Background: an optimization exercise with open tools, aiming at small area, a short achievable clock period and few clock cycles per item. Do not read the settings as production practice. At most, simulation tests tie the RTL to the original design; equivalence was not proved. Only the layout flow was run in runs 4 to 6 and 8; the RTL was not checked for function there. Power is estimated from default activity; no workload was simulated.

**flow/design.v**
```verilog
package wdd_pkg;
  localparam int ValueW           = 32;
  localparam int WindowKW         = 5;
  localparam int DefaultMaxWindow = 16;
  typedef struct packed {
    logic signed [ValueW-1:0] value;
    logic                     last_item;
  } wdd_in_t;
  typedef struct packed {
    logic match_now;
    logic found_so_far;
    logic array_done;
  } wdd_out_t;
endpackage
module wdd_cell (
  input  logic                              in_window_i,
  input  logic signed [wdd_pkg::ValueW-1:0] probe_i,
  input  logic signed [wdd_pkg::ValueW-1:0] value_i,
  output logic                              hit_o
);
  assign hit_o = in_window_i && (value_i == probe_i);
endmodule
module windowed_duplicate_detector
#(
  parameter int MAX_WINDOW = wdd_pkg::DefaultMaxWindow
) (
  input  logic                clk_i,
  input  logic                rst_ni,
  input  logic                in_valid_i,
  output logic                in_stall_o,
  input  wdd_pkg::wdd_in_t             in_data_i,
  output logic                out_valid_o,
  input  logic                out_stall_i,
  output wdd_pkg::wdd_out_t            out_data_o,
  input  logic                cfg_we_i,
  input  logic [wdd_pkg::WindowKW-1:0] cfg_wdata_i
);
  localparam int N     = MAX_WINDOW;
  localparam int PhW   = (N > 16) ? 5 : (N > 8) ? 4 : (N > 4) ? 3 : (N > 2) ? 2 : 1;
  localparam int CntW  = (N > 15) ? 5 : (N > 7) ? 4 : (N > 3) ? 3 : (N > 1) ? 2 : 1;
  localparam int NGrp  = N;
  localparam int GrpSz = N / NGrp;
  localparam int QD    = 3;
  logic [N-1:0][wdd_pkg::ValueW-1:0] ring_q;
  logic [CntW-1:0]              fill_q, fill_d;
  logic [PhW-1:0]               phase_q, phase_d;
  logic [wdd_pkg::WindowKW-1:0] window_k_q, window_k_d;
  logic                         stall_q, stall_d;
  logic                         in_xfer;
  logic [N-1:0]                 in_window;
  logic [N-1:0]                 hit_vec;
  logic [NGrp-1:0]              grp_hit;
  logic [NGrp-1:0]              hit_q;
  logic                         hlast_q;
  logic                         hvalid_q;
  logic                         seen_q;
  wdd_pkg::wdd_out_t            res;
  logic [QD-1:0][2:0]           q_data, q_data_d;
  logic [QD-1:0]                q_valid, q_valid_d;
  logic                         pop;
  assign in_stall_o = stall_q;
  assign in_xfer    = in_valid_i && !stall_q;
  always_ff @(posedge clk_i) begin
    ring_q[0] <= in_xfer ? in_data_i.value : ring_q[N-1];
    for (int j = 1; j < N; j++) begin
      ring_q[j] <= ring_q[j-1];
    end
  end
  for (genvar gi = 0; gi < N; gi++) begin : g_cell
    assign in_window[gi] = (CntW'(gi) < fill_q) && (32'(gi) < 32'(window_k_q));
    wdd_cell u_cell (
      .in_window_i(in_window[gi]),
      .probe_i    (in_data_i.value),
      .value_i    (ring_q[gi]),
      .hit_o      (hit_vec[gi])
    );
  end
  for (genvar gg = 0; gg < NGrp; gg++) begin : g_grp
    assign grp_hit[gg] = |hit_vec[gg*GrpSz +: GrpSz];
  end
  always_comb begin
    fill_d  = fill_q;
    phase_d = (phase_q == PhW'(N - 1)) ? '0 : phase_q + PhW'(1);
    if (in_xfer) begin
      phase_d = '0;
      if (in_data_i.last_item) begin
        fill_d = '0;
      end else if (fill_q != CntW'(N)) begin
        fill_d = fill_q + CntW'(1);
      end
    end
  end
  always_comb begin
    if (32'(cfg_wdata_i) > N) begin
      window_k_d = wdd_pkg::WindowKW'(N);
    end else begin
      window_k_d = cfg_wdata_i;
    end
  end
  always_ff @(posedge clk_i or negedge rst_ni) begin
    if (!rst_ni) begin
      window_k_q <= '0;
    end else if (cfg_we_i) begin
      window_k_q <= window_k_d;
    end
  end
  always_ff @(posedge clk_i or negedge rst_ni) begin
    if (!rst_ni) begin
      fill_q   <= '0;
      phase_q  <= '0;
      hvalid_q <= 1'b0;
    end else begin
      fill_q   <= fill_d;
      phase_q  <= phase_d;
      hvalid_q <= in_xfer;
    end
  end
  always_ff @(posedge clk_i) begin
    hit_q   <= grp_hit;
    hlast_q <= in_data_i.last_item;
  end
  always_comb begin
    res.match_now    = |hit_q;
    res.found_so_far = seen_q || res.match_now;
    res.array_done   = hlast_q;
  end
  always_ff @(posedge clk_i or negedge rst_ni) begin
    if (!rst_ni) begin
      seen_q <= 1'b0;
    end else if (hvalid_q) begin
      seen_q <= hlast_q ? 1'b0 : res.found_so_far;
    end
  end
  assign pop = q_valid[0] && !out_stall_i;
  always_comb begin
    logic [QD-1:0] v_after;
    logic          placed;
    v_after = pop ? (q_valid >> 1) : q_valid;
    placed  = 1'b0;
    q_valid_d = v_after;
    for (int e = 0; e < QD; e++) begin
      q_data_d[e] = (pop && e < QD - 1) ? q_data[(e < QD - 1) ? e + 1 : e] : q_data[e];
      if (hvalid_q && !placed && !v_after[e]) begin
        q_data_d[e]  = res;
        q_valid_d[e] = 1'b1;
        placed       = 1'b1;
      end
    end
  end
  always_ff @(posedge clk_i or negedge rst_ni) begin
    if (!rst_ni) begin
      q_valid <= '0;
    end else begin
      q_valid <= q_valid_d;
    end
  end
  always_ff @(posedge clk_i) begin
    for (int e = 0; e < QD; e++) begin
      q_data[e] <= q_data_d[e];
    end
  end
  assign stall_d = q_valid_d[QD-1] || (q_valid_d[QD-2] && in_xfer) ||
                   (!in_xfer && (fill_q != '0) && (phase_q != PhW'(N - 1)));
  always_ff @(posedge clk_i or negedge rst_ni) begin
    if (!rst_ni) begin
      stall_q <= 1'b0;
    end else begin
      stall_q <= stall_d;
    end
  end
  assign out_valid_o = q_valid[0];
  assign out_data_o  = q_data[0];
endmodule
module wdd_top (
  input  logic        clk_i,
  input  logic        rst_ni,
  input  logic        in_valid_i,
  output logic        in_stall_o,
  input  logic [31:0] in_value_i,
  input  logic        in_last_i,
  output logic        out_valid_o,
  input  logic        out_stall_i,
  output logic        out_match_now_o,
  output logic        out_found_so_far_o,
  output logic        out_array_done_o,
  input  logic        cfg_we_i,
  input  logic [4:0]  cfg_wdata_i
);
  wdd_pkg::wdd_in_t  in_data;
  wdd_pkg::wdd_out_t out_data;
  assign in_data.value     = in_value_i;
  assign in_data.last_item = in_last_i;
  windowed_duplicate_detector u_wdd (
    .clk_i(clk_i), .rst_ni(rst_ni),
    .in_valid_i(in_valid_i), .in_stall_o(in_stall_o), .in_data_i(in_data),
    .out_valid_o(out_valid_o), .out_stall_i(out_stall_i), .out_data_o(out_data),
    .cfg_we_i(cfg_we_i), .cfg_wdata_i(cfg_wdata_i)
  );
  assign out_match_now_o    = out_data.match_now;
  assign out_found_so_far_o = out_data.found_so_far;
  assign out_array_done_o   = out_data.array_done;
endmodule
```
**flow/flow/run.sh**
```bash
#!/bin/bash
# The standard layout (the standard.sh, unchanged synthesis, floorplan,
# power grid and tap cells), with two placement/repair settings changed:
#  - the port buffers are plain buf_8 cells instead of the delay-buffer cell
#    buffer_ports picks by default (every port still gets its own buffer);
#  - gate sizing may swap a cell for one with a different footprint.
# The full output of the run goes to standard.log in this folder.
set -o pipefail
bash standard.sh \
  BUFFER_PORTS_ARGS="-buffer_cell sky130_fd_sc_hd__buf_8" \
  MATCH_CELL_FOOTPRINT=0 \
  finish > standard.log 2>&1
```
**flow/standard.sh**
```bash
#!/bin/bash
# synth_recipe.tcl (not shown) runs the flow's synth.tcl, then flattens the netlist and writes it again
# the make line also repeats each setting of config.mk as NAME=value (left out here)
make -C /OpenROAD-flow-scripts/flow DESIGN_CONFIG=/design/flow/config.mk WORK_HOME=/design/flow/orfs CLKGATE_MAP_FILE= SYNTH_SCRIPT=/design/flow/synth_recipe.tcl "${@:-finish}"
```
**flow/config.mk**
```make
export PLATFORM = sky130hd
export DESIGN_NAME = wdd_top
export DESIGN_NICKNAME = wdd_top
export VERILOG_FILES = /design/flow/design.v
export SDC_FILE = /design/flow/constraint.sdc
export NUM_CORES = 4
export LEC_CHECK = 0
export CAP_MARGIN = 20
export CORE_MARGIN = 2
export CORE_UTILIZATION = 40
export CTS_CLUSTER_DIAMETER = 90
export CTS_CLUSTER_SIZE = 30
export SETUP_SLACK_MARGIN = 2.0
export SLEW_MARGIN = 20
```
**flow/constraint.sdc**
```tcl
create_clock -name core_clock -period 4.0 [get_ports {clk_i}]
set_input_delay 0.8000 -clock core_clock [delete_from_list [all_inputs] [get_ports {clk_i}]]
set_output_delay 0.8000 -clock core_clock [all_outputs]
set_load 0.01 [all_outputs]
```
==> results of run 1 <==
worst max-delay path, cell delays in order, from the launching register on:
cell	delay, ps
dfrtp_1	530
nor3_1	910
a221o_1	380
nor3_1	70
repair_timing:
item | CTS | global route
pin swaps | 1 | 0
endpoints found under the setup margin | 12 | 3
hold endpoints to repair | 0 | 0
setup buffers | 3 | 0
resized for setup | 8 | 2
worst paths after layout:
path,start,endpoint,depth (start not counted)
worst max-delay path,u_wdd.window_k_q[4],u_wdd.hit_q[2],3
worst min-delay path,rst_ni,u_wdd.fill_q[0],1
worst max register to register,u_wdd.window_k_q[4],u_wdd.hit_q[2],3
worst min register to register,u_wdd.ring_q[198],u_wdd.ring_q[230],0
max in group asynchronous,rst_ni,u_wdd.q_valid[0],1
min in group core_clock,in_last_i,u_wdd.hlast_q,1
cell usage in the layout (no fill, tap or decap), types with 7 or more instances in the layout:
cell type and n:
dfxtp_1 529, xor2_1 418, nand2_1 116, nor4_1 108, xnor2_1 96, buf_8 47, nand4_1 43, clkbuf_16 24
nand3_1 19, dfrtp_1 19, nor3_1 16, o21ai_0 14, inv_1 12, a21oi_1 12, nor2_1 11, edfxtp_1 9
mux2_2 7
cells by family (layout without fill, tap and decap cells):
family,count (synthesis),in the layout,share of synthesized area [%]
DFF,558,558,60.04
other,0,1,0
muxes,8,8,0.4695
xor gates and xnor gates,514,514,23.79
AOI/OAI and AO/OA,42,42,1.395
adders and majority gates,3,3,0.1984
buffers and inverters,93,96,4.509
and+or+nand+nor,344,344,9.601
sequential cells by signal, indices dropped and copies added (netlist names):
register / count
u_wdd.q_data: 9
u_wdd.window_k_q: 5
u_wdd.hit_q: 16
u_wdd.ring_q: 512
u_wdd.hvalid_q: 1
u_wdd.stall_q: 1
u_wdd.seen_q: 1
u_wdd.phase_q: 4
u_wdd.fill_q: 5
u_wdd.q_valid: 3
u_wdd.hlast_q: 1
power by group through the flow:
| stage | combinational [mW] | clock (mW) | sequential (mW) |
|---|---|---|---|
| finish | 2.35 | 2.90 | 7.96 |
| global placement | 2.37 | 0 | 8.04 |
| global route | 2.49 | 3.13 | 8.10 |
| detailed placement | 2.35 | 0 | 8.05 |
| floorplan | 1.48 | 0 | 7.68 |
| CTS | 2.38 | 2.93 | 7.94 |
layout make-up:
type                    instances  area (sq um)  share of cell area (%)
diodes                          1         2.502                 0.01230
clock buffers                  28         615.6                   3.025
clock inverters                 4         61.31                  0.3013
inverters                      12         45.04                  0.2213
multi-input cells             911          6760                   33.22
flip-flops and latches        558         11360                   55.83
well taps                     607         759.5                   3.732
repair buffers                 52         743.2                   3.652
layer usage:
metal  global-route usage, %  up-vias  part of all wire (%)
met3                   2.650      100                   2.9
met2                   38.55      242                    49
met5                       0        -                     0
met4                   12.21        0                   6.5
met1                   26.48     5069                    42
li1                        -     5095                     -
through the flow:
| step | instances | hold WS, ps | cell area (sq um) | power, mW |
|---|---|---|---|---|
| floorplan | 1562 | 348.7 | 18920 | 9.160 |
| CTS | 2172 | 14.47 | 20330 | 13.25 |
| global placement | 2137 | 350.2 | 19600 | 10.41 |
| detailed placement | 2137 | 353.0 | 19600 | 10.40 |
| global route | 2172 | 11.79 | 20350 | 13.71 |
| finish | 2173 | 20.00 | 20350 | 13.20 |
==> run_results.csv, run 1 <==
group,metric,value,unit
yosys,synth_common_cells,"529 x dfxtp_1, 418 x xor2_1, 116 x nand2_1",
clocking,numCtsBuffers,23,
yosys,synth_most_common_cell,"dfxtp_1",
yosys,synth_cell_types,47,
yosys,synth_edf_count,9,
clocking,cts_root_buffer,"clkbuf_16",
detailed_routing,ant_nets,0,
critical_path,worst-path-max-fanout,10,
grt,first_global_vias,10941,
detailed_routing,drt-total-wl,54640,um
detailed_routing,route.detailed.drc,0,
clocking,htreeDepth,1,
yosys,yosys_warnings,1,
critical_path,startpoint_type,"flop",
detailed_routing,drtIter0Drc,757,
timing,fin_crit,1976,ps
yosys,synth_top_area_share,55.96,%
detailed_routing,drt-pass1-iter-count,16,
clocking,cts_tree,"done",
timing,relSlewSlack,28.84,%
yosys,synth-main-ff-cell,"dfxtp_1",
timing,fin_crit_sh,49.39,%
yosys,syn_area,18920,sq um
clocking,clock_sinks,558,
timing,tightest_slew,1059,ps
grt,grt_max_degree,39,
placement,gp_congestion,0.9804,
min_path,hold_class,"in2async",
grt,grtUsageTotal,22.06,%
grt,grt_overflow,0,
cells_and_area,final_util,43.62,%
power_and_ir_drop,combPwrFrac,17.8,%
clocking,clk_pin_slew,110,ps
yosys,synth.yosys.seq_area_share,60.04,%
die,initial_core_util,40.56,%
power_and_ir_drop,pwr-share-seq,60.3,%
die,die_x,221.5,um
power_and_ir_drop,p_leak,8.411,nW
die,die_y,221.5,um
yosys,syn_area_per_cell,12.11,sq um
cells_and_area,fillCellCount,4431,
clocking,ctsHoldBuffers,0,
timing,finalSetupViolations,0,
timing,grt_setup_unrepaired,"false",
yosys,ys_top_cells_by_area,"dfxtp_1 56%, xor2_1 19%, xnor2_1 4.4%, nor4_1 3.7%, buf_6 3.2%",
timing,fmax,506.2,MHz
die,core-area,46650,sq um
run_status,status,"no timing/DRC/antenna violations",
clocking,clk_latency,600,ps
yosys,synth-seq-cells,558,
placement,dp_slack,1364,ps
placement,numPortBuffers,47,
yosys,synth_top_cell_by_area,"dfxtp_1",
critical_path,cp.required,4500,ps
power_and_ir_drop,swShare,32.07,%
yosys,synth_cells,1562,
power_and_ir_drop,internal-power,8.970,mW
die,rows,79,
timing,setup_slack,2024,ps
grt,grt_pass1_wl,76850,um
clocking,cts_max_path_buffers,3,
grt,antenna_found_initial,0,
power_and_ir_drop,clockPowerShare,22.0,%
detailed_routing,wire_per_inst,25.14,um
power_and_ir_drop,p_switching,4.234,mW
cells_and_area,area.growth.synth_to_final,7.538,%
die,io_pins,48,
detailed_routing,via_count,10506,
placement,dp_hpwl,43040,um
cells_and_area,final_nets,1604,
cells_and_area,drive_above_1_share,6.390,%
yosys,synthArstFlopShare,3.584,%
power_and_ir_drop,p_per_area,648.9,nW/um^2
detailed_routing,avgViaCountPerCell,4.835,
die,die-area,49060,sq um
critical_path,cp-end-kind,"flop",
critical_path,rrSetupSlack,2020,ps
critical_path,criticalPathCategory,"reg2reg",
timing,skew,48.31,ps
yosys,synth.net_count,1608,
timing,final_max_slew_viol_count,0,
timing,hold_viol_final,0,
critical_path,worstPathArrival,2470,ps
power_and_ir_drop,ir_worst_vdd,0.3180,mV
timing,finalSetupTns,0,ps
flow_run,cap_viol_max_count,0,
Testbench counts, summed over its fixed seeds: cycles 16,795, items 16,384.
==> run 2: changes to the inputs <==
==> flow/flow/run.sh (replaced) <==
#!/bin/bash
# The standard layout (the standard.sh, unchanged synthesis, floorplan,
# power grid and tap cells), with two placement/repair settings changed:
#  - the port buffers are plain buf_4 cells instead of the delay-buffer cell
#    buffer_ports picks by default (every port still gets its own buffer);
#  - gate sizing may swap a cell for one with a different footprint.
# The full output of the run goes to standard.log in this folder.
set -o pipefail
bash standard.sh \
  BUFFER_PORTS_ARGS="-buffer_cell sky130_fd_sc_hd__buf_4" \
  MATCH_CELL_FOOTPRINT=0 \
  finish > standard.log 2>&1
==> run_results.csv, run 2 <==
group,metric,value,unit
yosys,synth.net_count,1608,
detailed_routing,wire_per_inst,24.74,um
cells_and_area,area.growth.synth_to_final,5.719,%
die,rows,79,
yosys,synth_most_common_cell,"dfxtp_1",
cells_and_area,fillCellCount,4423,
critical_path,worstPathArrival,2460,ps
detailed_routing,drtIter0Drc,805,
run_status,status,"no timing/DRC/antenna violations",
timing,grt_setup_unrepaired,"false",
detailed_routing,route.detailed.drc,0,
critical_path,rrSetupSlack,2040,ps
yosys,ys_top_cells_by_area,"dfxtp_1 56%, xor2_1 19%, xnor2_1 4.4%, nor4_1 3.7%, buf_6 3.2%",
die,die_x,221.5,um
critical_path,startpoint_type,"flop",
power_and_ir_drop,p_switching,4.240,mW
timing,tightest_slew,1041,ps
power_and_ir_drop,pwr-share-seq,60.2,%
critical_path,rr_startpoint,"u_wdd.window_k_q[4]",
timing,fmax,509.4,MHz
timing,finalSetupViolations,0,
timing,fin_crit,1963,ps
clocking,cts_tree,"done",
critical_path,criticalPathCategory,"reg2reg",
critical_path,cp-end-kind,"flop",
yosys,synth_cell_types,47,
placement,dp_slack,1442,ps
critical_path,cp.required,4490,ps
power_and_ir_drop,ir_worst_vdd,0.3905,mV
cells_and_area,final_common_cell,"dfxtp_1",
critical_path,slowest_stage,"dfrtp_1",
min_path,hold_class,"in2async",
timing,fin_crit_sh,49.08,%
timing,final_max_slew_viol_count,0,
power_and_ir_drop,p_leak,8.298,nW
yosys,synth_common_cells,"529 x dfxtp_1, 418 x xor2_1, 116 x nand2_1",
grt,grt_overflow,0,
die,initial_core_util,40.56,%
cells_and_area,fin_area,20010,sq um
detailed_routing,ant_nets,0,
cells_and_area,diodes,0,
critical_path,reg2reg_to,"u_wdd.hit_q[0]",
placement,dp_cells,2138,
yosys,syn_area_per_cell,12.11,sq um
yosys,synth.yosys.seq_area_share,60.04,%
clocking,numCtsBuffers,24,
cells_and_area,drive_above_1_share,6.454,%
timing,finalSetupTns,0,ps
power_and_ir_drop,swShare,32.19,%
timing,hold_viol_final,0,
placement,postPlaceCellArea,19250,sq um
placement,gp_congestion,0.9993,
cells_and_area,final_cell_mix,"529 x dfxtp_1, 418 x xor2_1, 116 x nand2_1",
grt,antenna_found_initial,1,
clocking,clock_sinks,558,
clocking,htreeDepth,1,
detailed_routing,drt-total-wl,53740,um
power_and_ir_drop,clockPowerShare,22.4,%
die,die_y,221.5,um
placement,dp_hpwl,42640,um
critical_path,critPathMaxStageDelay,520,ps
yosys,synth_cells,1562,
critical_path,worst-path-max-fanout,10,
detailed_routing,drt-pass1-iter-count,16,
cells_and_area,reg_top3,"u_wdd.ring_q (512), u_wdd.hit_q (16), u_wdd.q_data (9)",
clocking,cts_root_buffer,"clkbuf_16",
grt,grtUsageTotal,21.70,%
detailed_routing,avgViaCountPerCell,4.850,
yosys,synth_top_area_share,55.96,%
yosys,synthArstFlopShare,3.584,%
die,core-area,46650,sq um
detailed_routing,via_count,10535,
power_and_ir_drop,combPwrFrac,17.4,%
power_and_ir_drop,p_per_area,658.5,nW/um^2
placement,numPortBuffers,47,
grt,first_global_vias,10892,
cells_and_area,largest_reg_flops,512,
yosys,synth-main-ff-cell,"dfxtp_1",
clocking,ctsHoldBuffers,0,
timing,skew,48.13,ps
yosys,synth_edf_count,9,
power_and_ir_drop,p_total,13.17,mW
clocking,clk_latency,610,ps
flow_run,cap_viol_max_count,0,
die,io_pins,48,
power_and_ir_drop,internal-power,8.933,mW
yosys,yosys_warnings,1,
critical_path,worst_r2r_path_depth,4,
clocking,clk_pin_slew,120,ps
cells_and_area,top_register,"u_wdd.ring_q",
grt,grt_max_degree,39,
critical_path,crit_chain,"nor2_2 -> nand2_1 -> o22ai_2 -> nor4_1",
yosys,syn_area,18920,sq um
cells_and_area,stdcell_count,2172,
clocking,cts_max_path_buffers,3,
cells_and_area,final_nets,1606,
yosys,synth_top_cell_by_area,"dfxtp_1",
timing,relSlewSlack,30.05,%
die,die-area,49060,sq um
yosys,synth-seq-cells,558,
timing,setup_slack,2037,ps
grt,grt_pass1_wl,75340,um
-- run 2: final cells by class --
cell class	instances	area (sq um)	area share [%]
Sequential cell	558	11360	56.80
Timing Repair Buffer	53	397.9	1.989
Clock inverter	6	97.59	0.4878
Clock buffer	25	604.3	3.021
Multi-Input combinational cell	911	6739	33.69
Inverter	12	45.04	0.2252
Tap cell	607	759.5	3.796
-- run 2: worst max-delay path: cells and delay by family, from the launching register on --
kind,cells,cell delay (ps)
DFF,1,520
AOI/OAI and AO/OA,1,470
and+or+nand+nor,3,880
-- run 2: power by group through the flow --
| stage | Sequential [mW] | Combinational (mW) | Clock, mW |
|---|---|---|---|
| 6_report | 7.93 | 2.29 | 2.95 |
| 5_1_grt | 8.07 | 2.41 | 3.18 |
| 4_1_cts | 7.91 | 2.31 | 3.00 |
| 3_5_place_dp | 8.04 | 2.29 | 0 |
| 3_3_place_gp | 8.00 | 2.30 | 0 |
| 2_1_floorplan | 7.68 | 1.48 | 0 |
-- run 2: logic make-up after synthesis --
group / share of synthesized area, %
DFF: 60.04
xor gates and xnor gates: 23.79
buffers and inverters: 4.509
adders and majority gates: 0.1984
and+or+nand+nor: 9.601
muxes: 0.4695
AOI/OAI and AO/OA: 1.395
-- run 2: metal layers --
metal / track usage (%) / part of all wire [%] / vias up
met3: 3.074 / 3.9 / 87
met1: 25.86 / 41 / 5083
met4: 10.07 / 5.2 / 0
met5: 0 / 0 / -
li1: - / - / 5106
met2: 38.69 / 49 / 259
-- run 2: how the worst max path moves through the flow --
stage                                   start              end  cells past startpoint  slack [ps]
after global placement         in_value_i[30]  u_wdd.hit_q[10]                      5        1490
after global routing      u_wdd.window_k_q[4]   u_wdd.hit_q[0]                      4        2010
after detailed placement       in_value_i[30]  u_wdd.hit_q[10]                      5        1440
after CTS                     u_wdd.fill_q[2]    u_wdd.stall_q                      3        2000
final                     u_wdd.window_k_q[4]   u_wdd.hit_q[0]                      4        2040
after floorplan                   out_stall_i  u_wdd.q_data[3]                      4        2090
-- run 2: what timing repair did --
| item | in CTS | in global routing |
|---|---|---|
| hold endpoints to repair | 0 | 0 |
| endpoints found under the setup margin | 9 | 2 |
| pin swaps | 1 | 0 |
| setup buffers | 3 | 0 |
| resized for setup | 5 | 2 |
-- run 2: per-stage QoR --
| stage | hold slack [ps] | utilization, % |
|---|---|---|
| finish | 76.55 | 42.88 |
| global route | 77.03 | 42.88 |
| CTS | 63.66 | 42.86 |
| detailed placement | 353.1 | 41.26 |
| global placement | 351.3 | 41.26 |
| floorplan | 348.7 | - |
==> run 3: changes to the inputs <==
--- a/flow/config.mk
+++ b/flow/config.mk
@@ -8,7 +8,7 @@
 export CAP_MARGIN = 20
 export CORE_MARGIN = 2
 export CORE_UTILIZATION = 40
-export CTS_CLUSTER_DIAMETER = 90
-export CTS_CLUSTER_SIZE = 30
+export CTS_CLUSTER_DIAMETER = 80
+export CTS_CLUSTER_SIZE = 25
 export SETUP_SLACK_MARGIN = 2.0
 export SLEW_MARGIN = 20
==> run_results.csv, run 3 <==
group,metric,value,unit
timing,relSlewSlack,37.92,%
detailed_routing,ant_nets,0,
detailed_routing,drt-total-wl,53870,um
timing,setup_slack,1980,ps
cells_and_area,final_common_cell,"dfxtp_1",
yosys,synth_top_cell_by_area,"dfxtp_1",
die,io_pins,48,
grt,grt_overflow,0,
grt,grt_pass1_wl,75160,um
yosys,synth-main-ff-cell,"dfxtp_1",
timing,tightest_slew,924.1,ps
cells_and_area,largest_reg_flops,512,
die,die-area,49060,sq um
clocking,cts_tree,"done",
timing,finalSetupViolations,0,
power_and_ir_drop,p_per_area,668.7,nW/um^2
clocking,clock_sinks,558,
yosys,syn_area,18920,sq um
cells_and_area,fin_area,20170,sq um
die,core-area,46650,sq um
grt,grtUsageTotal,21.69,%
flow_run,cap_viol_max_count,0,
yosys,synth.net_count,1608,
cells_and_area,diodes,0,
timing,finalSetupTns,0,ps
clocking,clk_latency,630,ps
clocking,numCtsBuffers,29,
power_and_ir_drop,swShare,32.02,%
yosys,syn_area_per_cell,12.11,sq um
die,rows,79,
power_and_ir_drop,internal-power,9.167,mW
timing,grt_setup_unrepaired,"false",
detailed_routing,via_count,10634,
critical_path,criticalPathCategory,"reg2reg",
die,die_y,221.5,um
critical_path,worst_r2r_path_depth,4,
yosys,synth_most_common_cell,"dfxtp_1",
clocking,cts_max_path_buffers,3,
placement,dp_hpwl,42640,um
critical_path,worst-path-max-fanout,10,
timing,fin_crit,2020,ps
placement,postPlaceCellArea,19250,sq um
yosys,synth_top_area_share,55.96,%
yosys,synthArstFlopShare,3.584,%
placement,numPortBuffers,47,
yosys,synth_edf_count,9,
yosys,synth_common_cells,"529 x dfxtp_1, 418 x xor2_1, 116 x nand2_1",
die,die_x,221.5,um
yosys,ys_top_cells_by_area,"dfxtp_1 56%, xor2_1 19%, xnor2_1 4.4%, nor4_1 3.7%, buf_6 3.2%",
critical_path,cp.required,4510,ps
power_and_ir_drop,clockPowerShare,24.2,%
run_status,status,"no timing/DRC/antenna violations",
critical_path,worstPathArrival,2520,ps
clocking,cts_root_buffer,"clkbuf_16",
clocking,htreeDepth,1,
clocking,clk_pin_slew,100,ps
clocking,ctsHoldBuffers,0,
detailed_routing,avgViaCountPerCell,4.876,
grt,first_global_vias,10949,
power_and_ir_drop,combPwrFrac,17.0,%
critical_path,cp-end-kind,"flop",
timing,fmax,495.2,MHz
yosys,synth_cells,1562,
power_and_ir_drop,pwr-share-seq,58.8,%
cells_and_area,drive_above_1_share,7.052,%
grt,antenna_found_initial,1,
detailed_routing,wire_per_inst,24.70,um
cells_and_area,final_nets,1611,
placement,dp_slack,1442,ps
die,initial_core_util,40.56,%
critical_path,rrSetupSlack,1980,ps
power_and_ir_drop,ir_worst_vdd,0.4150,mV
critical_path,reg2reg_to,"u_wdd.hit_q[0]",
timing,hold_viol_final,0,
yosys,synth_cell_types,47,
detailed_routing,route.detailed.drc,0,
grt,grt_max_degree,39,
critical_path,startpoint_type,"flop",
timing,final_max_slew_viol_count,0,
timing,skew,44.65,ps
yosys,synth-seq-cells,558,
placement,gp_congestion,0.9993,
yosys,synth.yosys.seq_area_share,60.04,%
critical_path,crit_start,"u_wdd.window_k_q[4]",
power_and_ir_drop,p_leak,8.378,nW
power_and_ir_drop,p_switching,4.318,mW
detailed_routing,drt-pass1-iter-count,18,
yosys,yosys_warnings,1,
cells_and_area,area.growth.synth_to_final,6.572,%
cells_and_area,reg_top3,"u_wdd.ring_q (512), u_wdd.hit_q (16), u_wdd.q_data (9)",
critical_path,rr_startpoint,"u_wdd.window_k_q[4]",
cells_and_area,top_register,"u_wdd.ring_q",
min_path,hold_class,"in2async",
detailed_routing,drtIter0Drc,814,
cells_and_area,final_cell_mix,"529 x dfxtp_1, 418 x xor2_1, 116 x nand2_1",
timing,fin_crit_sh,50.49,%
## run 3: timing repair
item	CTS	global route
setup endpoints to repair	9	2
gates resized for setup	5	2
pin swaps	1	0
buffers inserted	3	0
cloned	0	0
## run 3: power groups by stage
stage / clock network [mW] / registers [mW] / logic, mW
floorplan: 0 / 7.68 / 1.48
global placement: 0 / 8.00 / 2.30
detailed placement: 0 / 8.04 / 2.29
CTS: 3.31 / 7.91 / 2.31
global route: 3.50 / 8.07 / 2.42
finish: 3.26 / 7.93 / 2.29
## run 3: through the flow
| stage | total power, mW | cells | utilization, % | hold WS [ps] |
|---|---|---|---|---|
| floorplan | 9.160 | 1562 | - | 348.7 |
| global placement | 10.30 | 2138 | 41.26 | 351.3 |
| detailed placement | 10.33 | 2138 | 41.26 | 353.1 |
| CTS | 13.54 | 2181 | 43.20 | 61.77 |
| global route | 13.99 | 2181 | 43.23 | 77.58 |
| finish | 13.48 | 2181 | 43.23 | 74.83 |
## run 3: logic make-up after synthesis
logic type      after synthesis  synth area share [%]
compound gates               42                 1.395
simple gates                344                 9.601
mux                           8                0.4695
flops                       558                 60.04
buf+inv                      93                 4.509
xor+xnor                    514                 23.79
fa+ha+maj                     3                0.1984
## run 3: worst max-delay path by stage
stage,endpoint,cells after the start
floorplan,u_wdd.q_data[3],4
global placement,u_wdd.hit_q[10],5
detailed placement,u_wdd.hit_q[10],5
CTS,u_wdd.stall_q,3
global route,u_wdd.q_data[1],5
finish,u_wdd.hit_q[0],4
## run 3: cell type report
cell class	instances	area, sq um
Timing Repair Buffer	53	397.9
Sequential cell	558	11360
Tap cell	607	759.5
Inverter	12	45.04
Multi-Input combinational cell	911	6739
Clock inverter	11	137.6
Clock buffer	29	725.7
Fill cell	4407	26490
## run 3: metal layers
metal | vias up | global-route usage (%) | wire length [um]
li1 | 5117 | - | -
met1 | 5135 | 25.41 | 21930
met2 | 276 | 38.06 | 26260
met3 | 106 | 3.697 | 2455
met4 | 0 | 11.46 | 3230
met5 | - | 0 | 0
## run 3: worst max-delay path, cell delays in order (launching register included)
cell and delay, ps:
dfrtp_1 520, nor2_2 410, nand2_1 380, o22ai_2 500, nor4_1 110
==> run 4: changes to the inputs <==
--- a/flow/design.v
+++ b/flow/design.v
@@ -38,7 +38,7 @@
   localparam int N     = MAX_WINDOW;
   localparam int PhW   = (N > 16) ? 5 : (N > 8) ? 4 : (N > 4) ? 3 : (N > 2) ? 2 : 1;
   localparam int CntW  = (N > 15) ? 5 : (N > 7) ? 4 : (N > 3) ? 3 : (N > 1) ? 2 : 1;
-  localparam int NGrp  = N;
+  localparam int NGrp  = (N % 2 == 0) ? N / 2 : N;
   localparam int GrpSz = N / NGrp;
   localparam int QD    = 3;
   logic [N-1:0][wdd_pkg::ValueW-1:0] ring_q;
==> run_results.csv, run 4 <==
group,metric,value,unit
timing,fin_crit_sh,49.48,%
clocking,clock_sinks,550,
timing,final_max_slew_viol_count,0,
flow_run,cap_viol_max_count,0,
critical_path,startpoint_type,"flop",
cells_and_area,final_nets,1591,
critical_path,cp.required,4500,ps
die,die_y,218.0,um
yosys,synth-main-ff-cell,"dfxtp_1",
yosys,synth_top_cell_by_area,"dfxtp_1",
yosys,syn_area_per_cell,11.87,sq um
critical_path,crit_start,"u_wdd.ring_q[495]",
die,io_pins,48,
clocking,cts_tree,"done",
yosys,synth.net_count,1589,
detailed_routing,avgViaCountPerCell,4.991,
cells_and_area,drive_above_1_share,7.869,%
detailed_routing,via_count,10801,
detailed_routing,route.detailed.drc,0,
placement,dp_hpwl,44540,um
grt,grtUsageTotal,23.75,%
cells_and_area,largest_reg_flops,512,
die,die_x,218.0,um
grt,antenna_found_initial,0,
placement,gp_congestion,1.027,
power_and_ir_drop,swShare,32.94,%
cells_and_area,fillCellCount,4252,
yosys,synth_most_common_cell,"dfxtp_1",
placement,numPortBuffers,47,
min_path,hold_class,"in2async",
yosys,syn_area,18320,sq um
cells_and_area,top_register,"u_wdd.ring_q",
clocking,htreeDepth,1,
yosys,synth_common_cells,"521 x dfxtp_1, 295 x xnor2_1, 220 x xor2_1",
yosys,ys_top_cells_by_area,"dfxtp_1 57%, xnor2_1 14%, xor2_1 11%, nand4_1 3.0%, dfrtp_1 2.7%",
placement,postPlaceCellArea,19030,sq um
clocking,cts_max_path_buffers,3,
timing,fmax,505.3,MHz
timing,finalSetupViolations,0,
timing,fin_crit,1979,ps
timing,hold_slack,69.05,ps
timing,relSlewSlack,42.41,%
grt,grt_pass1_wl,78350,um
yosys,yosys_warnings,1,
cells_and_area,multi_input_area,6778,sq um
power_and_ir_drop,clockPowerShare,23.6,%
grt,first_global_vias,10956,
yosys,synth_edf_count,9,
critical_path,rr_startpoint,"u_wdd.ring_q[495]",
timing,skew,28.79,ps
yosys,synth-seq-cells,550,
run_status,status,"no timing/DRC/antenna violations",
power_and_ir_drop,ir_worst_vdd,0.3308,mV
critical_path,cp-end-kind,"flop",
timing,tightest_slew,857.2,ps
power_and_ir_drop,internal-power,9.518,mW
detailed_routing,drt-total-wl,56420,um
detailed_routing,wire_per_inst,26.07,um
cells_and_area,fin_area,20100,sq um
yosys,synth_cells,1543,
die,die-area,47530,sq um
clocking,cts_root_buffer,"clkbuf_16",
power_and_ir_drop,pwr-share-seq,57.1,%
cells_and_area,ff_latch_area,11210,sq um
critical_path,criticalPathCategory,"reg2reg",
power_and_ir_drop,p_leak,7.599,nW
detailed_routing,ant_nets,0,
detailed_routing,drtIter0Drc,1020,
die,rows,78,
die,core-area,45280,sq um
yosys,synthArstFlopShare,3.636,%
clocking,clk_pin_slew,90,ps
cells_and_area,area.growth.synth_to_final,9.717,%
power_and_ir_drop,p_per_area,706.0,nW/um^2
grt,grt_overflow,0,
yosys,synth_top_area_share,56.92,%
timing,grt_setup_unrepaired,"true",
clocking,clk_latency,610,ps
detailed_routing,drt-pass1-iter-count,6,
grt,grt_max_degree,38,
clocking,ctsHoldBuffers,0,
cells_and_area,final_cell_mix,"520 x dfxtp_1, 293 x xnor2_1, 220 x xor2_1",
cells_and_area,final_common_cell,"dfxtp_1",
die,initial_core_util,40.46,%
clocking,numCtsBuffers,29,
critical_path,worstPathArrival,2480,ps
power_and_ir_drop,combPwrFrac,19.3,%
yosys,synth.yosys.seq_area_share,61.13,%
cells_and_area,reg_top3,"u_wdd.ring_q (512), u_wdd.q_data (9), u_wdd.hit_q (8)",
yosys,synth_cell_types,48,
critical_path,worst-path-max-fanout,2,
power_and_ir_drop,p_switching,4.675,mW
timing,hold_viol_final,0,
timing,finalSetupTns,0,ps
## run 4: changes by cell type in the layout (fill, tap and decap cells not counted), moves of 6 or more
cell     change
nand3_1      -6
xnor2_1    +197
nand4_1     +44
nor3_1       -6
buf_4       -10
nor4_1      -47
xor2_1     -198
dfxtp_1      -9
buf_6        +8
o21ai_0      -6
## run 4: final timing paths
check | to | depth (start not counted) | slack [ps]
min reg2reg | u_wdd.ring_q[199] | 0 | 360
max in group asynchronous | u_wdd.fill_q[3] | 1 | 3690
min in group core_clock | u_wdd.ring_q[199] | 0 | 360
min | u_wdd.fill_q[4] | 1 | 70
max | u_wdd.hit_q[7] | 5 | 2020
max reg2reg | u_wdd.hit_q[7] | 5 | 2020
## run 4: final cells by class
cell class | instances | share of cell area (%)
diodes | 1 | 0.01245
clock buffers | 34 | 3.753
clock inverters | 15 | 0.8029
inverters | 10 | 0.1867
multi-input cells | 903 | 33.72
flip-flops and latches | 550 | 55.74
well taps | 600 | 3.734
repair buffers | 51 | 2.054
## run 4: power groups by stage
stage	Combinational, mW	Sequential [mW]	Clock (mW)
5_1_grt	2.87	8.25	3.61
2_1_floorplan	1.68	7.77	0
3_3_place_gp	2.70	8.15	0
3_5_place_dp	2.66	8.20	0
6_report	2.74	8.11	3.35
4_1_cts	2.70	8.08	3.40
## run 4: timing repair
action / in CTS / in global routing
pin swaps: 0 / 1
resized for setup: 8 / 20
endpoints found under the setup margin: 9 / 9
setup buffers: 1 / 0
gates cloned: 0 / 0
## run 4: stage by stage
stage / power [mW] / setup slack (ps) / utilization, % / cells
floorplan: 9.456 / 1797 / - / 1543
CTS: 14.18 / 1914 / 44.17 / 2163
finish: 14.19 / 2021 / 44.39 / 2164
global placement: 10.85 / 1123 / 42.03 / 2113
detailed placement: 10.86 / 1138 / 42.03 / 2113
global route: 14.73 / 1998 / 44.39 / 2163
## run 4: per-layer routing
metal	GRT usage [%]	vias up	routed length (um)
met5	0	-	0
met4	12.52	0	3513
met3	4.086	134	3367
met2	38.52	380	25950
met1	30.25	5219	23590
li1	-	5068	-
## run 4: kinds of logic after synthesis
kind of cell / synth area share (%)
compound gates: 1.857
xor+xnor: 24.62
fa+ha+maj: 0.2049
buf+inv: 2.465
flops: 61.13
mux: 0.4302
simple gates: 9.294
## run 4: worst max-delay path, stage by stage, from the launching register on
cell     delay, ps
dfxtp_1        520
xor2_1         200
nor4_1         330
nand4_1        190
or4_1          450
o41ai_2        210
==> run 5: changes to the inputs <==
--- a/flow/config.mk
+++ b/flow/config.mk
@@ -10,5 +10,5 @@
 export CORE_UTILIZATION = 40
 export CTS_CLUSTER_DIAMETER = 80
 export CTS_CLUSTER_SIZE = 25
-export SETUP_SLACK_MARGIN = 2.0
+export SETUP_SLACK_MARGIN = 2.1
 export SLEW_MARGIN = 20
==> run_results.csv, run 5 <==
group,metric,value,unit
power_and_ir_drop,combPwrFrac,18.9,%
placement,gp_congestion,1.060,
power_and_ir_drop,p_per_area,707.7,nW/um^2
timing,final_max_slew_viol_count,0,
critical_path,startpoint_type,"flop",
clocking,numCtsBuffers,29,
cells_and_area,final_common_cell,"dfxtp_1",
critical_path,slowest_stage,"dfrtp_1",
power_and_ir_drop,p_switching,4.693,mW
critical_path,path_buf_inv,0,
yosys,synth-main-ff-cell,"dfxtp_1",
detailed_routing,avgViaCountPerCell,5.008,
power_and_ir_drop,ir_worst_vdd,0.2985,mV
timing,fin_crit_sh,49.69,%
clocking,cts_root_buffer,"clkbuf_16",
power_and_ir_drop,clockPowerShare,23.7,%
grt,grtUsageTotal,23.67,%
detailed_routing,ant_nets,0,
power_and_ir_drop,pwr-share-seq,57.4,%
yosys,synthArstFlopShare,3.636,%
cells_and_area,diodes,0,
placement,numPortBuffers,47,
grt,antenna_found_initial,2,
detailed_routing,drt-pass1-iter-count,6,
timing,setup_slack,2012,ps
detailed_routing,route.detailed.drc,0,
yosys,synth_most_common_cell,"dfxtp_1",
cells_and_area,largest_reg_flops,512,
clocking,htreeDepth,1,
clocking,clock_sinks,550,
yosys,synth_cell_types,48,
grt,grt_overflow,0,
cells_and_area,final_cell_mix,"521 x dfxtp_1, 293 x xnor2_1, 220 x xor2_1",
detailed_routing,via_count,10833,
timing,fin_crit,1988,ps
power_and_ir_drop,swShare,32.92,%
timing,grt_setup_unrepaired,"true",
yosys,synth.yosys.seq_area_share,61.13,%
timing,finalSetupTns,0,ps
yosys,synth_common_cells,"521 x dfxtp_1, 295 x xnor2_1, 220 x xor2_1",
die,die-area,47530,sq um
critical_path,cp.required,4490,ps
detailed_routing,wire_per_inst,26.09,um
power_and_ir_drop,p_leak,7.604,nW
timing,relSlewSlack,42.51,%
die,initial_core_util,40.46,%
yosys,synth_cells,1543,
yosys,ys_top_cells_by_area,"dfxtp_1 57%, xnor2_1 14%, xor2_1 11%, nand4_1 3.0%, dfrtp_1 2.7%",
yosys,syn_area,18320,sq um
cells_and_area,final_nets,1595,
placement,dp_hpwl,43870,um
die,core-area,45280,sq um
clocking,clk_latency,620,ps
critical_path,worstPathArrival,2480,ps
yosys,synth-seq-cells,550,
yosys,yosys_warnings,1,
detailed_routing,drtIter0Drc,1034,
yosys,synth_edf_count,9,
timing,fmax,503.1,MHz
timing,tightest_slew,862.4,ps
die,io_pins,48,
timing,finalSetupViolations,0,
grt,grt_pass1_wl,78640,um
detailed_routing,drt-total-wl,56440,um
yosys,syn_area_per_cell,11.87,sq um
critical_path,worst-path-max-fanout,9,
clocking,cts_tree,"done",
critical_path,criticalPathCategory,"reg2reg",
die,die_x,218.0,um
critical_path,critPathMaxStageDelay,580,ps
power_and_ir_drop,internal-power,9.560,mW
clocking,clk_pin_slew,90,ps
yosys,synth_top_area_share,56.92,%
critical_path,critPathTopFamily,"compound AO/OA/AOI/OAI gates",
die,die_y,218.0,um
clocking,cts_max_path_buffers,3,
die,rows,78,
yosys,synth_top_cell_by_area,"dfxtp_1",
cells_and_area,area.growth.synth_to_final,9.915,%
grt,grt_max_degree,38,
cells_and_area,reg_top3,"u_wdd.ring_q (512), u_wdd.q_data (9), u_wdd.hit_q (8)",
timing,hold_viol_final,0,
yosys,synth.net_count,1589,
cells_and_area,fin_area,20140,sq um
grt,first_global_vias,11101,
critical_path,crit_chain,"o22ai_1 -> nor4_2 -> nand4_1 -> o31ai_1",
cells_and_area,top_register,"u_wdd.ring_q",
placement,postPlaceCellArea,19030,sq um
cells_and_area,drive_above_1_share,8.253,%
min_path,hold_class,"in2async",
flow_run,cap_viol_max_count,0,
timing,skew,40.62,ps
critical_path,cp-end-kind,"flop",
run_status,status,"no timing/DRC/antenna violations",
placement,dp_slack,1196,ps
==> run 5: metrics by stage <==
step | power, mW | util [%] | hold slack [ps] | instances
after global placement | 10.84 | 42.02 | 350.9 | 2112
final | 14.25 | 44.47 | 74.15 | 2163
after CTS | 14.19 | 44.22 | 64.70 | 2158
after detailed placement | 10.84 | 42.02 | 353.1 | 2112
after floorplan | 9.466 | - | 348.7 | 1543
after global routing | 14.75 | 44.47 | 71.86 | 2163
==> run 5: repair_timing <==
action | in CTS | in global routing
endpoints found under the setup margin | 16 | 14
hold buffers | 0 | 0
pin swaps | 0 | 3
resized for setup | 14 | 17
setup buffers | 1 | 5
==> run 5: worst paths after layout <==
check,start,to,slack (ps),depth (start not counted)
setup / recovery,u_wdd.window_k_q[4],u_wdd.hit_q[6],2010,4
setup reg to reg,u_wdd.window_k_q[4],u_wdd.hit_q[6],2010,4
hold / removal,rst_ni,u_wdd.fill_q[4],70,1
hold reg to reg,u_wdd.ring_q[451],u_wdd.ring_q[483],350,0
max in group asynchronous,rst_ni,u_wdd.fill_q[2],3700,1
min in group core_clock,u_wdd.ring_q[451],u_wdd.ring_q[483],350,0
==> run 5: metal layers <==
layer	vias to the layer above	track usage, %	routed length, um
met5	-	0	0
met4	0	14.10	3956
met3	120	4.812	3567
met2	415	38.34	25690
met1	5227	29.11	23220
li1	5071	-	-
==> run 5: layout make-up <==
cell class	instances	area, sq um
Timing Repair Buffer	55	446.7
Clock inverter	13	160.2
Clock buffer	32	767.0
Fill cell	4230	25140
Multi-Input combinational cell	903	6769
Inverter	10	37.54
Sequential cell	550	11210
Tap cell	600	750.7
==> run 5: cell families (layout without fill, tap and decap cells) <==
kind of cell / count (synthesis) / count (layout) / share of synthesized area, %
AOI/OAI and AO/OA: 51 / 51 / 1.857
xor gates and xnor gates: 515 / 515 / 24.62
adders and majority gates: 3 / 3 / 0.2049
buffers and inverters: 90 / 110 / 2.465
DFF: 550 / 550 / 61.13
muxes: 7 / 7 / 0.4302
and+or+nand+nor: 327 / 327 / 9.294
==> run 5: power groups by stage <==
stage,logic [mW],clock network [mW],registers [mW]
2_1_floorplan,1.69,0,7.77
3_3_place_gp,2.60,0,8.24
3_5_place_dp,2.58,0,8.25
4_1_cts,2.64,3.41,8.15
5_1_grt,2.82,3.62,8.32
6_report,2.69,3.38,8.18
==> run 6: changes to the inputs <==
--- a/flow/config.mk
+++ b/flow/config.mk
@@ -5,10 +5,11 @@
 export SDC_FILE = /design/flow/constraint.sdc
 export NUM_CORES = 4
 export LEC_CHECK = 0
+export ABC_AREA = 1
 export CAP_MARGIN = 20
 export CORE_MARGIN = 2
 export CORE_UTILIZATION = 40
 export CTS_CLUSTER_DIAMETER = 80
 export CTS_CLUSTER_SIZE = 25
-export SETUP_SLACK_MARGIN = 2.1
+export SETUP_SLACK_MARGIN = 2.0
 export SLEW_MARGIN = 20
==> run_results.csv, run 6 <==
group,metric,value,unit
yosys,syn_area_per_cell,8.447,sq um
yosys,synth-seq-cells,550,
grt,grt_max_degree,52,
die,io_pins,48,
detailed_routing,avgViaCountPerCell,4.752,
placement,dp_hpwl,60260,um
cells_and_area,reg_top3,"u_wdd.ring_q (512), u_wdd.q_data (9), u_wdd.hit_q (8)",
clocking,cts_root_buffer,"clkbuf_16",
clocking,htreeDepth,1,
cells_and_area,final_cell_mix,"819 x nand2_1, 521 x dfxtp_1, 290 x inv_1",
yosys,synth_edf_count,9,
grt,grtUsageTotal,27.69,%
die,die_y,231.7,um
cells_and_area,final_util,43.22,%
timing,finalSetupViolations,0,
clocking,clk_pin_slew,100,ps
timing,relSlewSlack,30.46,%
timing,setup_slack,2042,ps
critical_path,criticalPathCategory,"in2reg",
timing,tightest_slew,1042,ps
placement,postPlaceCellArea,21160,sq um
detailed_routing,ant_nets,0,
placement,gp_congestion,1.057,
timing,final_max_slew_viol_count,0,
detailed_routing,drt-total-wl,74540,um
placement,dp_slack,1534,ps
power_and_ir_drop,p_leak,10.24,nW
yosys,yosys_warnings,1,
yosys,syn_area,20730,sq um
detailed_routing,wire_per_inst,23.58,um
grt,grt_pass1_wl,102900,um
yosys,synth-main-ff-cell,"dfxtp_1",
grt,grt_overflow,0,
critical_path,worst-path-max-fanout,17,
detailed_routing,drtIter0Drc,1522,
clocking,clock_sinks,550,
cells_and_area,drive_above_1_share,4.718,%
timing,skew,24.82,ps
cells_and_area,top_register,"u_wdd.ring_q",
timing,fin_crit,1958,ps
power_and_ir_drop,p_total,18.98,mW
timing,hold_slack,49.95,ps
clocking,cts_tree,"done",
cells_and_area,fin_area,22170,sq um
critical_path,cp-end-kind,"flop",
critical_path,critPathMaxStageDelay,460,ps
placement,dp_cells,3107,
timing,fin_crit_sh,48.94,%
detailed_routing,via_count,15022,
grt,first_global_vias,14291,
grt,gr-usage-met3,4.392,%
detailed_routing,drt-pass1-iter-count,5,
grt,grt_use_met2,42.16,%
yosys,synth_top_cell_by_area,"dfxtp_1",
clocking,clk_latency,620,ps
critical_path,crit_chain,"buf_4 -> inv_1 -> nand2_1 -> nand2_1 -> nand2_1 -> nor2_1 -> nand2_1 -> nor2_1 -> nand3_1 -> nand2_1",
run_status,status,"no timing/DRC/antenna violations",
timing,hold_viol_final,0,
min_path,hold_class,"in2async",
clocking,ctsHoldBuffers,0,
cells_and_area,final_common_cell,"nand2_1",
grt,busiest_layer,"met2",
die,initial_core_util,40.41,%
yosys,synth.net_count,2500,
grt,antenna_found_initial,3,
grt,grtUsageMet1,37.95,%
critical_path,worstPathArrival,2510,ps
cells_and_area,largest_reg_flops,512,
critical_path,cp.required,4550,ps
yosys,synth_most_common_cell,"nand2_1",
detailed_routing,route.detailed.drc,0,
die,rows,83,
critical_path,cp_common_cell,"nand2_1",
yosys,ys_top_cells_by_area,"dfxtp_1 50%, nand2_1 15%, xnor2_1 12%, inv_1 5.3%, nor2_1 4.0%",
yosys,synth_common_cells,"819 x nand2_1, 521 x dfxtp_1, 290 x inv_1",
power_and_ir_drop,ir_worst_vdd,0.3884,mV
die,core-area,51300,sq um
cells_and_area,final_nets,2508,
critical_path,slowest_stage,"nor2_1",
yosys,synthArstFlopShare,3.636,%
yosys,synth_top_area_share,50.31,%
cells_and_area,area.growth.synth_to_final,6.965,%
timing,grt_setup_unrepaired,"false",
flow_run,cap_viol_max_count,0,
die,die-area,53660,sq um
critical_path,startpoint_type,"input port",
die,die_x,231.7,um
clocking,numCtsBuffers,31,
cells_and_area,stdcell_count,3161,
timing,fmax,510.8,MHz
timing,finalSetupTns,0,ps
yosys,synth_cells,2454,
yosys,synth_cell_types,31,
power_and_ir_drop,p_per_area,856.0,nW/um^2
clocking,cts_max_path_buffers,3,
yosys,synth.yosys.seq_area_share,54.03,%
placement,numPortBuffers,47,
==> run 6: power breakdown <==
group | switching (mW) | internal [mW]
combinational | 3.58 | 1.88
clock | 1.99 | 1.54
sequential | 1.98 | 8.01
==> run 6: what timing repair did <==
| item | CTS | global route |
|---|---|---|
| buffers inserted | 1 | 1 |
| resized for setup | 0 | 1 |
| endpoints found under the setup margin | 1 | 3 |
==> run 6: worst paths after layout <==
check / startpoint / endpoint / slack (ps) / cells past startpoint
setup / recovery: in_value_i[12] / u_wdd.hit_q[7] / 2040 / 10
hold / removal: rst_ni / u_wdd.seen_q / 50 / 1
setup reg to reg: u_wdd.fill_q[4] / u_wdd.hit_q[6] / 2060 / 8
hold reg to reg: u_wdd.ring_q[204] / u_wdd.ring_q[236] / 350 / 0
max in group asynchronous: rst_ni / u_wdd.fill_q[1] / 3730 / 1
min in group core_clock: in_last_i / u_wdd.hlast_q / 320 / 1
==> run 6: logic make-up after synthesis <==
logic type      Yosys count  synth area share (%)
fa+ha+maj                 3                0.1811
flops                   550                 54.03
buf+inv                 376                 9.235
simple gates           1125                 21.14
xor+xnor                309                 13.06
compound gates           91                 2.354
==> run 6: layout make-up <==
cell class / instances / area, sq um
clock inverter: 14 / 170.2
clock buffer: 37 / 818.3
tap: 680 / 850.8
multi-input combinational: 1528 / 7620
inverter: 301 / 1132
sequential: 550 / 11200
timing repair buffer: 50 / 379.1
antenna: 1 / 2.502
fill: 5216 / 29130
==> run 6: layer usage <==
metal  wire length [um]  vias up  part of all wire (%)
li1                   -     7290                     -
met1              33030     7090                    44
met2              31760      521                    43
met3               5379      119                   7.2
met4               4359        2                   5.8
met5                 13        -                 0.017
==> run 6: worst max-delay path, delay by kind of cell <==
kind | cells | cell delay [ps]
and+or+nand+nor | 8 | 1260
buffers and inverters | 2 | 450
==> run 7: changes to the inputs <==
--- a/flow/design.v
+++ b/flow/design.v
@@ -38,7 +38,7 @@
   localparam int N     = MAX_WINDOW;
   localparam int PhW   = (N > 16) ? 5 : (N > 8) ? 4 : (N > 4) ? 3 : (N > 2) ? 2 : 1;
   localparam int CntW  = (N > 15) ? 5 : (N > 7) ? 4 : (N > 3) ? 3 : (N > 1) ? 2 : 1;
-  localparam int NGrp  = (N % 2 == 0) ? N / 2 : N;
+  localparam int NGrp  = N;
   localparam int GrpSz = N / NGrp;
   localparam int QD    = 3;
   logic [N-1:0][wdd_pkg::ValueW-1:0] ring_q;
--- a/flow/config.mk
+++ b/flow/config.mk
@@ -5,11 +5,10 @@
 export SDC_FILE = /design/flow/constraint.sdc
 export NUM_CORES = 4
 export LEC_CHECK = 0
-export ABC_AREA = 1
 export CAP_MARGIN = 20
 export CORE_MARGIN = 2
 export CORE_UTILIZATION = 40
 export CTS_CLUSTER_DIAMETER = 80
 export CTS_CLUSTER_SIZE = 25
-export SETUP_SLACK_MARGIN = 2.0
+export SETUP_SLACK_MARGIN = 2.1
 export SLEW_MARGIN = 20
==> run_results.csv, run 7 <==
group,metric,value,unit
critical_path,cp.depth,1,
die,core-area,46650,sq um
timing,tightest_slew,1145,ps
cells_and_area,reg_top3,"u_wdd.ring_q (512), u_wdd.hit_q (16), u_wdd.q_data (9)",
yosys,yosys_warnings,1,
power_and_ir_drop,p_switching,4.362,mW
critical_path,critPathTopFamily,"flip-flops",
yosys,synthAdderAreaFrac,0.1984,%
timing,fmax,513.5,MHz
yosys,syn_area_per_cell,12.11,sq um
die,die_x,221.5,um
yosys,synth_simple_gate_area_share,9.601,%
die,initial_core_util,40.56,%
detailed_routing,avgViaCountPerCell,4.907,
power_and_ir_drop,p_leak,8.399,nW
grt,antenna_found_initial,0,
yosys,synth_top_cell_by_area,"dfxtp_1",
power_and_ir_drop,swShare,31.99,%
detailed_routing,drt-pass1-iter-count,16,
clocking,clk_pin_slew,100,ps
cells_and_area,final_cell_mix,"529 x dfxtp_1, 418 x xor2_1, 116 x nand2_1",
timing,skew,40.93,ps
yosys,synth.net_count,1608,
power_and_ir_drop,combPwrFrac,17.0,%
grt,grt_max_degree,39,
detailed_routing,wire_per_inst,25.04,um
timing,finalSetupTns,0,ps
placement,dp_slack,1410,ps
critical_path,startpoint_type,"flop",
power_and_ir_drop,pwr-share-seq,58.2,%
placement,gp_congestion,0.9543,
cells_and_area,area.growth.synth_to_final,7.061,%
yosys,syn_area,18920,sq um
clocking,clock_sinks,558,
cells_and_area,fin_area,20260,sq um
detailed_routing,via_count,10708,
yosys,synth_cell_types,47,
grt,grtUsageTotal,22.09,%
power_and_ir_drop,internal-power,9.275,mW
power_and_ir_drop,p_per_area,673.1,nW/um^2
cells_and_area,fillCellCount,4409,
yosys,synth_top_family_by_area,"XOR/XNOR gates",
yosys,synth_compound_area_share,1.395,%
min_path,hold_class,"in2async",
critical_path,worst_r2r_path_depth,3,
detailed_routing,ant_nets,0,
clocking,numCtsBuffers,29,
grt,grt_use_met2,39.03,%
die,die_y,221.5,um
grt,busiest_layer,"met2",
clocking,cts_max_path_buffers,3,
timing,hold_viol_final,0,
clocking,cts_root_buffer,"clkbuf_16",
yosys,synthXorXnorAreaFrac,23.79,%
detailed_routing,drt-total-wl,54640,um
power_and_ir_drop,p_total,13.64,mW
critical_path,cp.required,3200,ps
critical_path,critPathMaxStageDelay,420,ps
timing,final_max_slew_viol_count,0,
yosys,synth_mux_area_share,0.4695,%
grt,grtUsageMet1,26.56,%
clocking,ctsHoldBuffers,0,
power_and_ir_drop,clockPowerShare,24.8,%
clocking,cts_tree,"done",
yosys,ys_top_cells_by_area,"dfxtp_1 56%, xor2_1 19%, xnor2_1 4.4%, nor4_1 3.7%, buf_6 3.2%",
grt,gr-usage-met3,2.491,%
grt,grt_overflow,0,
die,rows,79,
timing,fin_crit_sh,48.69,%
cells_and_area,final_nets,1609,
placement,numPortBuffers,47,
yosys,synthArstFlopShare,3.584,%
yosys,synth_most_common_cell,"dfxtp_1",
detailed_routing,drtIter0Drc,819,
critical_path,worstPathArrival,1150,ps
flow_run,cap_viol_max_count,0,
cells_and_area,final_common_cell,"dfxtp_1",
yosys,synth-main-ff-cell,"dfxtp_1",
detailed_routing,route.detailed.drc,0,
critical_path,crit_chain,"buf_6",
cells_and_area,top_register,"u_wdd.ring_q",
timing,finalSetupViolations,0,
placement,dp_hpwl,43050,um
timing,grt_setup_unrepaired,"true",
power_and_ir_drop,ir_worst_vdd,0.4765,mV
die,die-area,49060,sq um
yosys,synth.yosys.seq_area_share,60.04,%
critical_path,criticalPathCategory,"reg2out",
timing,setup_slack,2052,ps
critical_path,worst-path-max-fanout,2,
grt,grt_pass1_wl,76870,um
timing,fin_crit,1948,ps
critical_path,path_buf_inv,1,
yosys,synth_top_area_share,55.96,%
critical_path,cp-end-kind,"primary output",
critical_path,slowest_stage,"dfrtp_2",
yosys,synth-seq-cells,558,
yosys,synth_cells,1562,
timing,relSlewSlack,23.05,%
clocking,clk_latency,640,ps
clocking,htreeDepth,1,
grt,first_global_vias,11072,
yosys,synth_edf_count,9,
cells_and_area,largest_reg_flops,512,
placement,postPlaceCellArea,19240,sq um
die,io_pins,48,
run_status,status,"no timing/DRC/antenna violations",
cells_and_area,drive_above_1_share,7.179,%
yosys,synth_common_cells,"529 x dfxtp_1, 418 x xor2_1, 116 x nand2_1",
## run 7: changes by cell type after synthesis, moves of 9 or more
cell,delta
nand2_1,-703
buf_6,-12
inv_2,-10
nand3_1,-23
nor4_1,+110
xnor2_1,-186
inv_1,-278
o22ai_1,-9
nor2_1,-207
o21ai_0,-55
nand4_1,+14
nor3_1,+11
xor2_1,+391
## run 7: repair_timing
item,in CTS,in global routing
resized for setup,14,2
setup buffers,2,0
endpoints found under the hold margin,0,0
pin swaps,1,0
setup endpoints to repair,18,8
## run 7: path summary, 6_finish.rpt
| path | startpoint | to | slack [ps] |
|---|---|---|---|
| max reg2reg | u_wdd.window_k_q[4] | u_wdd.hit_q[2] | 2080 |
| max in group asynchronous | rst_ni | u_wdd.q_valid[0] | 3730 |
| max | u_wdd.q_valid[0] | out_valid_o | 2050 |
| min reg2reg | u_wdd.ring_q[412] | u_wdd.ring_q[444] | 340 |
| min in group core_clock | u_wdd.ring_q[412] | u_wdd.ring_q[444] | 340 |
| min | rst_ni | u_wdd.window_k_q[0] | 50 |
## run 7: kinds of logic after synthesis
family                   after synthesis
flip-flops                           558
XOR/XNOR                             514
AND/OR/NAND/NOR                      344
buffers and inverters                 93
AO/OA/AOI/OAI                         42
multiplexers                           8
adder cells (fa/ha/maj)                3
## run 7: metrics by stage
stage	cells	hold WS, ps	util, %
3_3_place_gp	2137	351.2	41.24
5_1_grt	2181	52.17	43.42
6_report	2182	52.39	43.42
2_1_floorplan	1562	348.7	-
3_5_place_dp	2137	353.0	41.24
4_1_cts	2181	36.93	43.39
## run 7: routing by layer
| metal | wire, um | share of wire, % |
|---|---|---|
| met1 | 22580 | 41 |
| met2 | 26780 | 49 |
| met3 | 2030 | 3.7 |
| met4 | 3243 | 5.9 |
| met5 | 0 | 0 |
## run 7: cell type report
type | count | area (sq um) | share of cell area (%)
Multi-Input combinational cell | 911 | 6778 | 33.45
Inverter | 12 | 45.04 | 0.2223
Clock buffer | 32 | 757.0 | 3.736
Clock inverter | 10 | 157.7 | 0.7782
Timing Repair Buffer | 51 | 397.9 | 1.964
Antenna cell | 1 | 2.502 | 0.01235
Tap cell | 607 | 759.5 | 3.749
Sequential cell | 558 | 11360 | 56.08
## run 7: power by group through the flow
stage	clock network (mW)	registers [mW]	logic, mW
after CTS	3.43	7.92	2.34
after detailed placement	0	8.04	2.30
after global placement	0	8.00	2.32
after global routing	3.63	8.08	2.45
final	3.38	7.94	2.32
after floorplan	0	7.68	1.48
Testbench counts of run 7, summed over its fixed seeds: cycles 16,795, items 16,384.
==> run 8: changes to the inputs <==
--- a/flow/design.v
+++ b/flow/design.v
@@ -38,7 +38,7 @@
   localparam int N     = MAX_WINDOW;
   localparam int PhW   = (N > 16) ? 5 : (N > 8) ? 4 : (N > 4) ? 3 : (N > 2) ? 2 : 1;
   localparam int CntW  = (N > 15) ? 5 : (N > 7) ? 4 : (N > 3) ? 3 : (N > 1) ? 2 : 1;
-  localparam int NGrp  = N;
+  localparam int NGrp  = (N % 2 == 0) ? N / 2 : N;
   localparam int GrpSz = N / NGrp;
   localparam int QD    = 3;
   logic [N-1:0][wdd_pkg::ValueW-1:0] ring_q;
@@ -48,6 +48,8 @@
   logic                         stall_q, stall_d;
   logic                         in_xfer;
   logic [N-1:0]                 in_window;
+  logic [wdd_pkg::WindowKW-1:0] window_next;
+  logic [CntW-1:0]              span_q, span_d;
   logic [N-1:0]                 hit_vec;
   logic [NGrp-1:0]              grp_hit;
   logic [NGrp-1:0]              hit_q;
@@ -66,8 +68,17 @@
       ring_q[j] <= ring_q[j-1];
     end
   end
+  assign window_next = cfg_we_i ? window_k_d : window_k_q;
+  assign span_d = (32'(fill_d) < 32'(window_next)) ? fill_d : CntW'(window_next);
+  always_ff @(posedge clk_i or negedge rst_ni) begin
+    if (!rst_ni) begin
+      span_q <= '0;
+    end else begin
+      span_q <= span_d;
+    end
+  end
   for (genvar gi = 0; gi < N; gi++) begin : g_cell
-    assign in_window[gi] = (CntW'(gi) < fill_q) && (32'(gi) < 32'(window_k_q));
+    assign in_window[gi] = (CntW'(gi) < span_q);
     wdd_cell u_cell (
       .in_window_i(in_window[gi]),
       .probe_i    (in_data_i.value),
==> run_results.csv, run 8 <==
group,metric,value,unit
die,initial_core_util,40.73,%
clocking,cts_root_buffer,"clkbuf_16",
grt,grt_overflow,0,
timing,hold_slack,96.09,ps
timing,finalSetupViolations,0,
grt,grt_pass1_wl,75270,um
placement,dp_hpwl,36020,um
yosys,synthArstFlopShare,4.505,%
cells_and_area,final_common_cell,"dfxtp_1",
yosys,synth-seq-cells,555,
timing,grt_setup_unrepaired,"true",
cells_and_area,area.growth.synth_to_final,9.092,%
run_status,status,"no timing/DRC/antenna violations",
critical_path,worst-path-max-fanout,5,
detailed_routing,via_count,10623,
detailed_routing,route.detailed.drc,0,
critical_path,startpoint_type,"flop",
clocking,cts_tree,"done",
cells_and_area,top_register,"u_wdd.ring_q",
detailed_routing,drt-pass1-iter-count,5,
die,die-area,48150,sq um
cells_and_area,drive_above_1_share,8.365,%
grt,grtUsageTotal,21.81,%
timing,fmax,397.7,MHz
yosys,yosys_warnings,1,
die,core-area,45580,sq um
cells_and_area,largest_reg_flops,512,
cells_and_area,diodes,0,
critical_path,criticalPathCategory,"reg2reg",
placement,gp_congestion,0.8576,
power_and_ir_drop,p_total,14.82,mW
timing,finalSetupTns,0,ps
clocking,numCtsBuffers,26,
cells_and_area,final_nets,1609,
detailed_routing,avgViaCountPerCell,4.904,
yosys,syn_area_per_cell,12.02,sq um
grt,grt_max_degree,36,
min_path,hold_class,"in2async",
detailed_routing,ant_nets,0,
die,io_pins,48,
critical_path,cp-end-kind,"flop",
yosys,syn_area,18560,sq um
flow_run,cap_viol_max_count,0,
timing,final_max_slew_viol_count,0,
clocking,clk_latency,590,ps
clocking,cts_max_path_buffers,3,
die,rows,78,
timing,tightest_slew,613.3,ps
clocking,clk_pin_slew,100,ps
timing,setup_slack,1486,ps
detailed_routing,drtIter0Drc,860,
grt,first_global_vias,11035,
yosys,synth_top_cell_by_area,"dfxtp_1",
timing,fin_crit,2514,ps
yosys,synth_edf_count,9,
critical_path,cp.required,4480,ps
cells_and_area,fillCellCount,4194,
timing,hold_viol_final,0,
yosys,synth_cells,1545,
clocking,htreeDepth,1,
yosys,ys_top_cells_by_area,"dfxtp_1 56%, xnor2_1 13%, xor2_1 11%, dfrtp_1 3.4%, nand4_1 2.7%",
die,die_y,219.4,um
yosys,synth-main-ff-cell,"dfxtp_1",
yosys,synth_cell_types,49,
critical_path,crit_start,"u_wdd.fill_q[0]",
placement,numPortBuffers,47,
placement,dp_slack,1028,ps
yosys,synth_most_common_cell,"dfxtp_1",
power_and_ir_drop,ir_worst_vdd,0.4334,mV
yosys,synth.yosys.seq_area_share,61.01,%
timing,skew,20.82,ps
clocking,ctsHoldBuffers,0,
yosys,synth_top_area_share,56.18,%
detailed_routing,wire_per_inst,23.92,um
die,die_x,219.4,um
timing,fin_crit_sh,62.86,%
critical_path,worstPathArrival,2990,ps
cells_and_area,final_util,44.44,%
clocking,clock_sinks,555,
critical_path,rr_startpoint,"u_wdd.fill_q[0]",
cells_and_area,final_cell_mix,"521 x dfxtp_1, 285 x xnor2_1, 230 x xor2_1",
power_and_ir_drop,p_leak,7.757,nW
yosys,synth.net_count,1595,
detailed_routing,drt-total-wl,51810,um
timing,relSlewSlack,58.96,%
yosys,synth_common_cells,"521 x dfxtp_1, 285 x xnor2_1, 230 x xor2_1",
grt,antenna_found_initial,0,
power_and_ir_drop,p_per_area,731.8,nW/um^2
cells_and_area,reg_top3,"u_wdd.ring_q (512), u_wdd.q_data (9), u_wdd.hit_q (8)",
run 8: cell types whose count changed in the layout (fill, tap and decap cells not counted), sizes merged, moves of 8 or more:
cell / previous run / this run
xor2: 418 / 230
xnor2: 96 / 285
nand2: 116 / 108
nand4: 43 / 79
dfxtp: 529 / 521
buf: 51 / 60
nor4: 112 / 67
run 8: report_power, final:
group / switching (mW) / internal, mW / total [mW]
Clock: 1.70 / 1.27 / 2.97
Sequential: 1.65 / 7.44 / 9.10
Combinational: 1.34 / 1.41 / 2.75
run 8: timing repair:
item / CTS / global route
endpoints found under the setup margin: 17 / 18
pin swaps: 5 / 5
buffers inserted: 5 / 3
gates cloned: 2 / 0
gates resized for setup: 22 / 19
run 8: final timing paths:
check,to,slack [ps],depth (start not counted)
worst min-delay path,u_wdd.fill_q[1],100,1
worst max register to register,u_wdd.span_q[2],1490,12
worst max-delay path,u_wdd.span_q[2],1490,12
max in group asynchronous,u_wdd.q_valid[0],3630,1
worst min register to register,u_wdd.ring_q[347],350,0
min in group core_clock,u_wdd.ring_q[347],350,0
run 8: layout make-up:
| cell class | instances | area [sq um] | area share, % |
|---|---|---|---|
| Clock buffer | 33 | 718.2 | 3.546 |
| Clock inverter | 2 | 18.77 | 0.09267 |
| Inverter | 12 | 45.04 | 0.2224 |
| Multi-Input combinational cell | 904 | 6857 | 33.86 |
| Sequential cell | 555 | 11330 | 55.96 |
| Tap cell | 600 | 750.7 | 3.707 |
| Timing Repair Buffer | 60 | 529.3 | 2.613 |
run 8: kinds of logic after synthesis:
| logic type | Yosys count | share of synthesized area, % |
|---|---|---|
| DFF | 555 | 61.01 |
| buffers and inverters | 88 | 2.656 |
| AOI/OAI and AO/OA | 46 | 1.699 |
| xor gates and xnor gates | 515 | 24.30 |
| adders and majority gates | 7 | 0.4718 |
| muxes | 13 | 0.7818 |
| and+or+nand+nor | 321 | 9.085 |
run 8: through the flow:
step	cell area, sq um	std cells
floorplan	18750	1545
global placement	19280	2121
detailed placement	19280	2121
CTS	20160	2163
global route	20250	2166
finish	20250	2166
run 8: routing by layer:
metal,track usage (%),share of wire [%],up-vias
met3,2.786,5.1,85
met1,30.15,46,5141
met2,35.06,45,332
met5,0,0,-
met4,7.680,3.5,0
li1,-,-,5065
run 8: critical path, cell delays in order (launching register included):
cell	delay, ps
dfrtp_2	430
inv_2	70
ha_4	120
nor4bb_4	270
nor3_2	80
nand2_1	90
o21ai_2	60
ha_1	330
a21o_1	170
a21o_1	180
a21oi_2	170
o21ai_4	110
mux2_1	320
